This design comes from an exercise in tuning for a short achievable clock period and few clock cycles per item on the open sky130 flow, not from production work.
The RTL was checked by simulation tests, not by an equivalence proof against the original design.
Power is estimated from default activity; no workload was simulated.

==> garnet <==
## cpu_top
module cpu_top #(
    parameter cpu_pkg::addr_t RESET_PC = 8'h00
) (
    input  logic              clk,
    input  logic              reset,
    input  logic              start,
    input  cpu_pkg::instr_t   instruction,
    input  cpu_pkg::word_t    d_rdata,
    output cpu_pkg::addr_t    i_addr,
    output cpu_pkg::addr_t    d_addr,
    output cpu_pkg::word_t    d_wdata,
    output logic              d_we,
    output cpu_pkg::word_t    result,
    output logic              running
);
    logic          run_q;
    logic [7:0]    pc_q;         
    logic [15:0]   rf [1:15];
    logic          z_q;
    logic          d_v;
    logic          d_alu;        
    logic          d_addi;
    logic          d_sub;        
    logic          d_ld, d_st, d_bz, d_halt;
    logic [3:0]    d_rd;         
    logic [3:0]    d_ia;         
    logic [3:0]    d_ib;         
    logic [3:0]    d_rb;         
    logic [3:0]    d_imm4;       
    logic [15:0]   d_imm;        
    logic [15:0]   d_ia_h, d_ib_h, d_rd_h, d_rb_h;
    logic          fa_r, fa_l, fa_w, fb_r, fb_l, fb_w;
    logic          fd_r, fd_l, fd_w, fm_r, fm_l, fm_w;
    logic          d_pred;       
    logic [7:0]    d_alt;        
    logic          x_we, x_setz, x_sub;
    logic [3:0]    x_rd;
    logic [15:0]   x_a, x_b;
    logic          x_ldw;        
    logic          w_we;
    logic [3:0]    w_rd;
    logic [15:0]   w_val;
    logic [7:0]    addr_q;
    logic          we_q;
    logic [15:0]   wdata_q;
    function automatic logic [7:0] add8_4(input logic [7:0] x, input logic [3:0] imm);
        logic [3:0] g, p;
        logic [4:0] c;
        logic [3:0] hi1;
        g = x[3:0] & imm;
        p = x[3:0] ^ imm;
        c[0] = 1'b0;
        c[1] = g[0];
        c[2] = g[1] | (p[1] & g[0]);
        c[3] = g[2] | (p[2] & g[1]) | (p[2] & p[1] & g[0]);
  ...
export LEC_CHECK = 0
export ABC_CLOCK_PERIOD_IN_PS = 2000
export CAP_MARGIN = 20
export CORE_MARGIN = 2
export CORE_UTILIZATION = 30
export SETUP_SLACK_MARGIN = 3.5
export SLEW_MARGIN = 20
export TNS_END_PERCENT = 100
create_clock -name core_clock -period 6.0 [get_ports {clk}]
run.sh (not shown) runs the stock make flow with config.mk's settings and CLKGATE_MAP_FILE= SYNTH_SCRIPT=/design/flow/synth_recipe.tcl, a recipe that flattens the netlist after the stock synthesis.
==> raven: changes against garnet <==
Settings changed: CORE_UTILIZATION 30 to 45.
==> notes <==
- Against garnet, the power of raven is larger by 0.48%.
- In garnet the clock-buffer cell count is lower than in raven, by 1.
- Between garnet and raven, the lower non-clock buffer count is in raven (gap 1).
- Global-route usage: garnet is lower than raven (13 points).
Testbench counts of garnet, summed over its fixed seeds: cycles 23,758, instrs 23,116.
Testbench counts of raven, summed over its fixed seeds: cycles 23,758, instrs 23,116.


==> trial 35 <==
Another version of the RTL of cpu_top (not shown whole).
make LEC_CHECK=0 ABC_CLOCK_PERIOD_IN_PS=1000 CAP_MARGIN=20 CORE_MARGIN=2 CORE_UTILIZATION=30 SETUP_SLACK_MARGIN=4.2 SLEW_MARGIN=20 TNS_END_PERCENT=100 finish   # period 6.0 ns
==> inputs of build 87, as changes to trial 35 <==
Settings changed: ABC_CLOCK_PERIOD_IN_PS 1000 to 2000, SETUP_SLACK_MARGIN 4.2 to 3.5.
==> inputs of build 75, as changes to trial 35 <==
Settings changed: ABC_CLOCK_PERIOD_IN_PS 1000 to unset, SETUP_SLACK_MARGIN 4.2 to unset, TNS_END_PERCENT 100 to unset.
==> notes <==
- The lowest worst hold slack belongs to build 75, the highest to build 87.
- In synthesized area, build 75 and build 87 do not differ.
- The lowest fmax belongs to build 75, the highest to trial 35.
- The highest utilization belongs to trial 35, the lowest to build 75.
- The highest global-route usage belongs to trial 35, the lowest to build 75.
- Routed wire length: trial 35 > build 87 > build 75.
- Power, lowest first: build 75, build 87, trial 35.
- In critical path depth, build 75 and build 87 do not differ.
Testbench counts of trial 35, summed over its fixed seeds: cycles 23,797, instrs 23,116.
Testbench counts of build 87, summed over its fixed seeds: cycles 23,797, instrs 23,116.
Testbench counts of build 75, summed over its fixed seeds: cycles 23,797, instrs 23,116.

[separate check: timing with driven ports]
In the flow no input, the clock included, has a driving cell. The finished layouts below were timed again as built, in two steps. Step 1 (the two cells are an assumption about what drives the block):
set clk [get_ports {clk}]
set_driving_cell -lib_cell sky130_fd_sc_hd__clkbuf_16 $clk
set_driving_cell -lib_cell sky130_fd_sc_hd__buf_2 [delete_from_list [all_inputs] $clk]
Step 2 times the ports against the registers' clock, not the clock port: input delays grow and output delays shrink by t, the midpoint of the rising clock arrivals with the driver on. Three values: ideal, step 1, step 2; two values: the first two.
run	shift t [ns]	slack for setup (ns)	worst setup path at the end	worst data-port slew with drivers (ns)	pins driven straight from the clock port
garnet	0.683	3.274 / 3.274 / 2.692	input to register	0.09	1
raven	0.665	3.184 / 3.184 / 2.701	input to register	0.06	1
trial 35	0.668	2.453 / 2.453 / 2.453	register to register	0.32	1
build 87	0.655	2.431 / 2.431 / 2.431	register to register	0.25	1
build 75	0.655	1.772 / 1.772 / 1.317	input to register	0.17	1
After both steps setup and hold are still met in every run listed. The setup slack of garnet, which loses most, moves by 0.000 ns with the drivers and by -0.582 ns with both steps.
